Context: an optimization exercise on an open-source flow, tuned for small area. The choices shown serve that exercise and are no tape-out recipe.
Function was checked by simulation only, so behaviour that the tests miss may differ from the original.
Power and IR drop assume default switching activity.

## P
Design rule110_frame_rx, start of the top module:
module rule110_frame_rx
(
  input  logic             clk,
  input  logic             rst,
  input  logic [rule110_pkg::WORD-1:0]  word_in,
  input  logic             word_valid,
  input  logic             sof,
  input  logic             check_en,
  output logic [rule110_pkg::CELLS-1:0] frame_out,
  output logic             frame_valid,
  output logic             mismatch,
  output logic             sync_err,
  output logic [15:0]      frame_count,
  output logic [7:0]       err_count,
  output rule110_pkg::rx_state_e state_dbg
);
==> flow/config.mk <==
export PLATFORM = sky130hd
export DESIGN_NAME = rule110_frame_rx
export DESIGN_NICKNAME = rule110_frame_rx
export VERILOG_FILES = /design/flow/design.v
export SDC_FILE = /design/flow/constraint.sdc
export NUM_CORES = 4
export LEC_CHECK = 0
export ABC_AREA = 1
export CAP_MARGIN = 20
export CORE_MARGIN = 2
export CORE_UTILIZATION = 60
export PLACE_DENSITY = 0.7
export SLEW_MARGIN = 20
export BUFFER_PORTS_ARGS = -buffer_cell sky130_fd_sc_hd__buf_1
export GPL_KEEP_OVERFLOW = 0.3
export CTS_ARGS = -sink_clustering_enable -repair_clock_nets -dont_use_dummy_load -buf_list {sky130_fd_sc_hd__clkbuf_8} -sink_clustering_size 16 -sink_clustering_max_diameter 45
==> flow/constraint.sdc <==
create_clock -name core_clock -period 5.0 [get_ports {clk}]
set_input_delay 1.0000 -clock core_clock [delete_from_list [all_inputs] [get_ports {clk}]]
set_output_delay 1.0000 -clock core_clock [all_outputs]
set_load 0.01 [all_outputs]
standard.sh (not shown) runs the stock make flow with config.mk's settings and CLKGATE_MAP_FILE= SYNTH_SCRIPT=/design/flow/synth_recipe.tcl, a recipe that flattens the netlist after the stock synthesis.
==> flow/flow/run.sh <==
#!/bin/bash
# The standard layout with three changes:
#  - after the standard synthesis (unchanged), the combinational gates are
#    re-mapped by ABC for area (flow/remap.ys); registers keep names and cells;
#  - port buffers use buf_1 instead of clkdlybuf4s50_1;
#  - the clock tree uses clkbuf_8 with larger sink clusters and no dummy loads.
set -e
cat >> config.mk <<'EOC'
export BUFFER_PORTS_ARGS = -buffer_cell sky130_fd_sc_hd__buf_1
export GPL_KEEP_OVERFLOW = 0.3
export CTS_ARGS = -sink_clustering_enable -repair_clock_nets -dont_use_dummy_load -buf_list {sky130_fd_sc_hd__clkbuf_8} -sink_clustering_size 16 -sink_clustering_max_diameter 45
EOC
bash standard.sh synth > standard_synth.log 2>&1
R=orfs/results/$FLOW_PLATFORM/rule110_frame_rx/base
cp $R/1_2_yosys.v $R/1_2_yosys_std.v
LIB=$FLOW_HOME/platforms/$FLOW_PLATFORM/lib/sky130_fd_sc_hd__tt_025C_1v80.lib
sed -e "s|@LIB@|$LIB|g" -e "s|@IN@|$R/1_2_yosys_std.v|g" -e "s|@OUT@|$R/1_2_yosys_remap.v|g" \
    -e "s|@TOP@|$FLOW_TOP|g" -e "s|@ABC@|flow/remap.abc|g" -e "s|@STAT@|remap_stat.txt|g" \
    flow/remap.ys.in > remap.ys
YOSYS=$(command -v yosys || echo $FLOW_HOME/../tools/install/yosys/bin/yosys)
"$YOSYS" -s remap.ys > remap.log 2>&1
cp $R/1_2_yosys_remap.v $R/1_2_yosys.v
rm -f $R/1_synth.odb $R/1_synth.sdc
bash standard.sh > standard.log 2>&1
==> flow/flow/remap.abc <==
&get -n
&st
&dch
&nf -a -R 1000
&put
==> flow/flow/remap.ys.in <==
# Re-map the combinational logic of the standard synthesis for area. The
# flip-flops (and every other sequential cell) are kept as they are, with their
# names and cell types; only the gates between them are re-mapped.
read_liberty -ignore_miss_func @LIB@
read_verilog -defer @IN@
hierarchy -top @TOP@
setattr -mod -set keep_hierarchy 1 sky130_fd_sc_hd__*df* sky130_fd_sc_hd__*dl* sky130_fd_sc_hd__conb_1
flatten
delete t:$scopeinfo
rename -hide w:*.*
select -module @TOP@
opt -full
abc -liberty @LIB@ -dont_use sky130_fd_sc_hd__probe_p_8 -dont_use sky130_fd_sc_hd__probec_p_8 -dont_use sky130_fd_sc_hd__lpflow_* -script @ABC@
opt_clean -purge
hilomap -singleton -hicell sky130_fd_sc_hd__conb_1 HI -locell sky130_fd_sc_hd__conb_1 LO
insbuf -buf sky130_fd_sc_hd__buf_4 A X
opt_clean -purge
tee -o @STAT@ stat -liberty @LIB@
write_verilog -noattr -nohex -nodec -selected @OUT@
Having completed the whole flow, P delivered a layout that passed the timing, design-rule and antenna checks.
The inputs of Q differ from those of P as listed below.
diff --git a/flow/flow/run.sh b/flow/flow/run.sh
--- a/flow/flow/run.sh
+++ b/flow/flow/run.sh
@@ -10 +9,0 @@
-export GPL_KEEP_OVERFLOW = 0.3
==> flow/flow/remap.abc <==
strash
dc2
&get -n
&dch
&nf -a -R 1000
&put
strash
dc2
&get -n
&dch
&nf -a -R 1000
&put
diff --git a/flow/config.mk b/flow/config.mk
--- a/flow/config.mk
+++ b/flow/config.mk
@@ -15 +14,0 @@
-export GPL_KEEP_OVERFLOW = 0.3
Notes after the runs:
Per the comparison of Q with P, power neither gained nor lost much, die outline height lost 0.33%, global-route usage over all layers picked up an extra 0.80 points. Looking at multi-input logic cell count, Q sits 12 below P. The flow did not stop early for Q: all stages ran, and the layout cleared the timing, design-rule and antenna checks. Cmp P and Q / worst hold path cell count / higher: P. Die area: higher on P.


## try-willow
rule110_frame_rx again, from the RTL that the note above started with.
==> flow/design.v (excerpt) <==
module rule110_frame_rx
(
  input  logic             clk,
  input  logic             rst,
  input  logic [rule110_pkg::WORD-1:0]  word_in,
  input  logic             word_valid,
  input  logic             sof,
  input  logic             check_en,
  output logic [rule110_pkg::CELLS-1:0] frame_out,
  output logic             frame_valid,
  output logic             mismatch,
  output logic             sync_err,
  output logic [15:0]      frame_count,
  output logic [7:0]       err_count,
  output rule110_pkg::rx_state_e state_dbg
);
  localparam int CELLS = rule110_pkg::CELLS;
  localparam int WORD  = rule110_pkg::WORD;
  localparam int WORDS = rule110_pkg::WORDS;
  rule110_pkg::rx_state_e state_q;
  logic [3:0]             idx_q;
  logic [CELLS-WORD-1:0]  asm_q;      
  logic [CELLS-1:0]       frame_q;    
  logic                   have_prev_q;
  logic                   diff_q;     
  logic                   frame_valid_q;
  logic                   mismatch_q;
  logic                   sync_err_q;
  logic [15:0]            frame_count_q;
  logic [7:0]             err_count_q;
  logic                   recv;
  logic                   take;
  logic                   last;
  logic [WORDS-1:0]       sel;
  logic [CELLS+1:0]       ext;
  logic [WORD+1:0]        win;
  logic [WORD-1:0]        exp_w;
  logic                   diff_w;
  logic                   diff_all;
  logic                   mismatch_d;
  assign recv = (state_q == rule110_pkg::RECV);
  assign take = word_valid & (sof | recv);           
  assign last = word_valid & recv & ~sof & (idx_q == 4'(WORDS - 1));
  assign ext = {1'b0, frame_q, 1'b0};
  always_comb begin
    for (int w = 0; w < WORDS; w++)
      sel[w] = (w == 0) ? sof : (~sof & (idx_q == 4'(w)));
    win = '0;
    for (int w = 0; w < WORDS; w++)
      win = win | ({(WORD+2){sel[w]}} & ext[CELLS+1-WORD*w -: WORD+2]);
  end
  rule110_step #(.N(WORD)) u_step (
  ...
Settings: LEC_CHECK=0, ABC_AREA=1, CAP_MARGIN=20, CORE_MARGIN=2, CORE_UTILIZATION=60, GPL_ROUTABILITY_DRIVEN=0, PLACE_DENSITY=0.7, SLEW_MARGIN=20, BUFFER_PORTS_ARGS=-buffer_cell sky130_fd_sc_hd__buf_1, CTS_ARGS=-sink_clustering_enable -repair_clock_nets -dont_use_dummy_load -buf_list {sky130_fd_sc_hd__clkbuf_8} -sink_clustering_size 16 -sink_clustering_max_diameter 45; clock period 5.0 ns.
==> flow/flow/run.sh <==
#!/bin/bash
# The standard layout with three changes:
#  - after the standard synthesis (unchanged), the combinational gates are
#    re-mapped by ABC for area (flow/remap.ys); registers keep names and cells;
#  - port buffers use buf_1 instead of clkdlybuf4s50_1;
#  - the clock tree uses clkbuf_8 with larger sink clusters and no dummy loads.
set -e
cat >> config.mk <<'EOC'
export BUFFER_PORTS_ARGS = -buffer_cell sky130_fd_sc_hd__buf_1
export CTS_ARGS = -sink_clustering_enable -repair_clock_nets -dont_use_dummy_load -buf_list {sky130_fd_sc_hd__clkbuf_8} -sink_clustering_size 16 -sink_clustering_max_diameter 45
EOC
bash standard.sh synth > standard_synth.log 2>&1
R=orfs/results/$FLOW_PLATFORM/rule110_frame_rx/base
cp $R/1_2_yosys.v $R/1_2_yosys_std.v
LIB=$FLOW_HOME/platforms/$FLOW_PLATFORM/lib/sky130_fd_sc_hd__tt_025C_1v80.lib
sed -e "s|@LIB@|$LIB|g" -e "s|@IN@|$R/1_2_yosys_std.v|g" -e "s|@OUT@|$R/1_2_yosys_remap.v|g" \
    -e "s|@TOP@|$FLOW_TOP|g" -e "s|@ABC@|flow/remap.abc|g" -e "s|@STAT@|remap_stat.txt|g" \
    flow/remap.ys.in > remap.ys
YOSYS=$(command -v yosys || echo $FLOW_HOME/../tools/install/yosys/bin/yosys)
"$YOSYS" -s remap.ys > remap.log 2>&1
cp $R/1_2_yosys_remap.v $R/1_2_yosys.v
rm -f $R/1_synth.odb $R/1_synth.sdc
bash standard.sh > standard.log 2>&1
==> flow/flow/remap.abc <==
&get -n
&st
&dch
&nf -a -R 1000
&put
Scripts as last shown in full above: flow/flow/remap.ys.in
For try-juniper, these inputs were changed with respect to try-willow:
- a deleted GPL_ROUTABILITY_DRIVEN that had been 0
- a change of CTS_ARGS from -sink_clustering_enable -repair_clock_nets -dont_use_dummy_load -buf_list {sky130_fd_sc_hd__clkbuf_8} -sink_clustering_size 16 -sink_clustering_max_diameter 45 to -sink_clustering_enable -repair_clock_nets -dont_use_dummy_load -buf_list {sky130_fd_sc_hd__clkbuf_8} -sink_clustering_size 18 -sink_clustering_max_diameter 48
--- a/flow/flow/run.sh
+++ b/flow/flow/run.sh
@@ -9,3 +9,3 @@
 export BUFFER_PORTS_ARGS = -buffer_cell sky130_fd_sc_hd__buf_1
-export CTS_ARGS = -sink_clustering_enable -repair_clock_nets -dont_use_dummy_load -buf_list {sky130_fd_sc_hd__clkbuf_8} -sink_clustering_size 16 -sink_clustering_max_diameter 45
+export CTS_ARGS = -sink_clustering_enable -repair_clock_nets -dont_use_dummy_load -buf_list {sky130_fd_sc_hd__clkbuf_8} -sink_clustering_size 18 -sink_clustering_max_diameter 48
 EOC
Any difference in sequential share of power between try-juniper and try-willow is small enough to ignore. Routed length on met1 essentially unchanged between try-willow and try-juniper. Per the comparison of try-juniper with try-willow, power consumption now sits at about the same level, maximum VDD drop went down about 6%, sum of met3 wire segment lengths after detailed routing now sits lower, final wirelength stayed essentially flat. Of try-juniper and try-willow, the run reporting the lower slew at the pin with the worst max-slew slack was try-juniper. Compared try-juniper vs try-willow, and worst setup slack is down in try-juniper. There was hardly any difference in arrival time reported for the critical path endpoint between try-willow and try-juniper. On final critical path time including I/O delays and setup, the higher figure sits with try-juniper, not try-willow.
For try-garnet, these inputs were changed with respect to try-juniper:
- putting GPL_KEEP_OVERFLOW at 0 where nothing was set
- swapping -sink_clustering_enable -repair_clock_nets -dont_use_dummy_load -buf_list {sky130_fd_sc_hd__clkbuf_8} -sink_clustering_size 18 -sink_clustering_max_diameter 48 for -sink_clustering_enable -repair_clock_nets -dont_use_dummy_load -buf_list {sky130_fd_sc_hd__clkbuf_8} -sink_clustering_size 16 -sink_clustering_max_diameter 45 in CTS_ARGS
--- a/flow/flow/run.sh
+++ b/flow/flow/run.sh
@@ -9,3 +9,4 @@
 export BUFFER_PORTS_ARGS = -buffer_cell sky130_fd_sc_hd__buf_1
-export CTS_ARGS = -sink_clustering_enable -repair_clock_nets -dont_use_dummy_load -buf_list {sky130_fd_sc_hd__clkbuf_8} -sink_clustering_size 18 -sink_clustering_max_diameter 48
+export GPL_KEEP_OVERFLOW = 0
+export CTS_ARGS = -sink_clustering_enable -repair_clock_nets -dont_use_dummy_load -buf_list {sky130_fd_sc_hd__clkbuf_8} -sink_clustering_size 16 -sink_clustering_max_diameter 45
 EOC
Notes after the runs:
Fraction of area in multi-input gates in try-garnet vs try-juniper: down 0.69 points
Measured against try-juniper, the routability congestion estimate from global placement of try-garnet comes out at 0.945 times the reference value.
Power of the clock network in try-garnet is about 3% higher than in try-juniper
Re relative contribution of combinational cells to total power: try-juniper and try-garnet aren't equal, and the lower value belongs to try-juniper.
Taking try-juniper as 1.0, try-garnet lands at 1.3 on combinational power.
Relative to try-juniper, total power has gone up in try-garnet.
Relative to try-juniper, the clock-buffer cell count of try-garnet is higher by 7.0%.
diff inputs: try-garnet => try-violet
- a deleted GPL_KEEP_OVERFLOW that had been 0
--- a/flow/flow/run.sh
+++ b/flow/flow/run.sh
@@ -9,3 +9,2 @@
 export BUFFER_PORTS_ARGS = -buffer_cell sky130_fd_sc_hd__buf_1
-export GPL_KEEP_OVERFLOW = 0
 export CTS_ARGS = -sink_clustering_enable -repair_clock_nets -dont_use_dummy_load -buf_list {sky130_fd_sc_hd__clkbuf_8} -sink_clustering_size 16 -sink_clustering_max_diameter 45
### Flow results
Diff try-garnet -> try-violet: via count fell by 1.5%, internal power component -1.4%, number of buffer and inverter stages on the critical path fell 2. try-garnet has completed all stages; timing, DRC and antenna checks passed. try-violet finished every stage and its layout cleared the timing, design-rule and antenna checks.


Another version of the RTL of rule110_frame_rx (not shown whole).
Size in the first run: ~1,100 cells after synthesis, about 310 I/O pins, about 0.018 mm² of cells after synthesis.
clock: 5.0 ns
lec_check: 0
abc_area: 1
cap_margin: 20
core_margin: 2
core_utilization: 60
place_density: 0.7
slew_margin: 20
buffer_ports_args: -buffer_cell sky130_fd_sc_hd__buf_1
cts_args: -sink_clustering_enable -repair_clock_nets -dont_use_dummy_load -buf_list {sky130_fd_sc_hd__clkbuf_8} -sink_clustering_size 16 -sink_clustering_max_diameter 45
==> flow/flow/run.sh <==
#!/bin/bash
# The standard layout with three changes:
#  - after the standard synthesis (unchanged), the combinational gates are
#    re-mapped by ABC for area (flow/remap.ys); registers keep names and cells;
#  - port buffers use buf_1 instead of clkdlybuf4s50_1;
#  - the clock tree uses clkbuf_8 with larger sink clusters and no dummy loads.
set -e
cat >> config.mk <<'EOC'
export BUFFER_PORTS_ARGS = -buffer_cell sky130_fd_sc_hd__buf_1
export CTS_ARGS = -sink_clustering_enable -repair_clock_nets -dont_use_dummy_load -buf_list {sky130_fd_sc_hd__clkbuf_8} -sink_clustering_size 16 -sink_clustering_max_diameter 45
EOC
bash standard.sh synth > standard_synth.log 2>&1
R=orfs/results/$FLOW_PLATFORM/rule110_frame_rx/base
cp $R/1_2_yosys.v $R/1_2_yosys_std.v
LIB=$FLOW_HOME/platforms/$FLOW_PLATFORM/lib/sky130_fd_sc_hd__tt_025C_1v80.lib
sed -e "s|@LIB@|$LIB|g" -e "s|@IN@|$R/1_2_yosys_std.v|g" -e "s|@OUT@|$R/1_2_yosys_remap.v|g" \
    -e "s|@TOP@|$FLOW_TOP|g" -e "s|@ABC@|flow/remap.abc|g" -e "s|@STAT@|remap_stat.txt|g" \
    flow/remap.ys.in > remap.ys
YOSYS=$(command -v yosys || echo $FLOW_HOME/../tools/install/yosys/bin/yosys)
"$YOSYS" -s remap.ys > remap.log 2>&1
cp $R/1_2_yosys_remap.v $R/1_2_yosys.v
rm -f $R/1_synth.odb $R/1_synth.sdc
bash standard.sh > standard.log 2>&1
==> flow/flow/remap.abc <==
strash
dc2
&get -n
&dch
&nf -a -R 2000 -F 20 -A 20
&put
Scripts as last shown in full above: flow/flow/remap.ys.in
Then changed:
--- a/flow/flow/run.sh
+++ b/flow/flow/run.sh
@@ -9,3 +9,3 @@
 export BUFFER_PORTS_ARGS = -buffer_cell sky130_fd_sc_hd__buf_1
-export CTS_ARGS = -sink_clustering_enable -repair_clock_nets -dont_use_dummy_load -buf_list {sky130_fd_sc_hd__clkbuf_8} -sink_clustering_size 16 -sink_clustering_max_diameter 45
+export CTS_ARGS = -sink_clustering_enable -repair_clock_nets -dont_use_dummy_load -buf_list {sky130_fd_sc_hd__clkbuf_8} -sink_clustering_size 20 -sink_clustering_max_diameter 50
 EOC
==> flow/flow/remap.abc (replaced) <==
&get -n
&st
&dch
&nf -a -R 1000
&put
--- a/flow/config.mk
+++ b/flow/config.mk
@@ -14,2 +14,2 @@
 export BUFFER_PORTS_ARGS = -buffer_cell sky130_fd_sc_hd__buf_1
-export CTS_ARGS = -sink_clustering_enable -repair_clock_nets -dont_use_dummy_load -buf_list {sky130_fd_sc_hd__clkbuf_8} -sink_clustering_size 16 -sink_clustering_max_diameter 45
+export CTS_ARGS = -sink_clustering_enable -repair_clock_nets -dont_use_dummy_load -buf_list {sky130_fd_sc_hd__clkbuf_8} -sink_clustering_size 20 -sink_clustering_max_diameter 50
The new run finished with timing, DRC and antenna clean.
Routed wire length shrinks by 2.8%.
Core utilization shrinks by 0.95 points.
Design area shrinks by 0.80%.
Hold slack barely changes.
Clock power shrinks by about 7%.
Then changed:
==> flow/flow/run.sh (replaced) <==
#!/bin/bash
# Standard layout (the standard.sh, unchanged synthesis) with two changes:
# port buffers use buf_1 instead of clkdlybuf4s50_1, and the clock tree uses
# clkbuf_8 with larger sink clusters and no dummy loads.
set -e
cat >> config.mk <<'EOC'
export BUFFER_PORTS_ARGS = -buffer_cell sky130_fd_sc_hd__buf_1
export CTS_ARGS = -sink_clustering_enable -repair_clock_nets -dont_use_dummy_load -buf_list {sky130_fd_sc_hd__clkbuf_8} -sink_clustering_size 20 -sink_clustering_max_diameter 50
EOC
bash standard.sh > standard.log 2>&1
removed: flow/flow/remap.abc
removed: flow/flow/remap.ys.in
- The new run produced a clean layout
- non-clock buffer count falls by 13
- power rises by about 2.2%
- combinational power rises by 27%
- die area rises by 11%
- critical path depth rises by 4
- cell count rises by about 35%
- sequential share of layout area falls by 4.7 points
- worst setup slack gains 0.51 ns

-- separate check: timing with driven ports --
In the flow no input, the clock included, has a driving cell. The finished layouts below were timed again as built, in two steps. Step 1, drivers: a clkbuf_16 drives clk and a buf_2 each remaining input, both assumed. Step 2 also shifts input and output timing later by t, the mid clock arrival at the registers, as if the neighbouring blocks saw the same clock. Three values: ideal ports, drivers, drivers and shift; two values: the first two.
run | t (ns) | setup slack, ns | worst slew at a driven data input, ns | cell pins on the clock port's net
P | 0.618 | 0.604 / 0.620 / 0.002 | 0.07 | 1
Q | 0.611 | 0.300 / 0.301 / -0.311 | 0.07 | 1
try-willow | 0.609 | 0.451 / 0.442 / -0.168 | 0.07 | 1
try-juniper | 0.599 | 0.427 / 0.425 / -0.174 | 0.07 | 1
try-garnet | 0.633 | 0.248 / 0.278 / -0.355 | 0.07 | 1
try-violet | 0.609 | 0.451 / 0.442 / -0.168 | 0.07 | 1
the first run of note 3 | 0.615 | 0.510 / 0.484 / -0.132 | 0.10 | 1
the second run of note 3 | 0.603 | 0.781 / 0.768 / 0.165 | 0.08 | 1
the third run of note 3 | 0.621 | 1.293 / 1.316 / 0.702 | 0.05 | 1
Met with ideal ports but missed after step 2: setup timing in 6 of these runs. For the first run of note 3, which loses most, drivers alone change the setup slack by -0.026 ns; drivers and shift together by -0.642 ns.
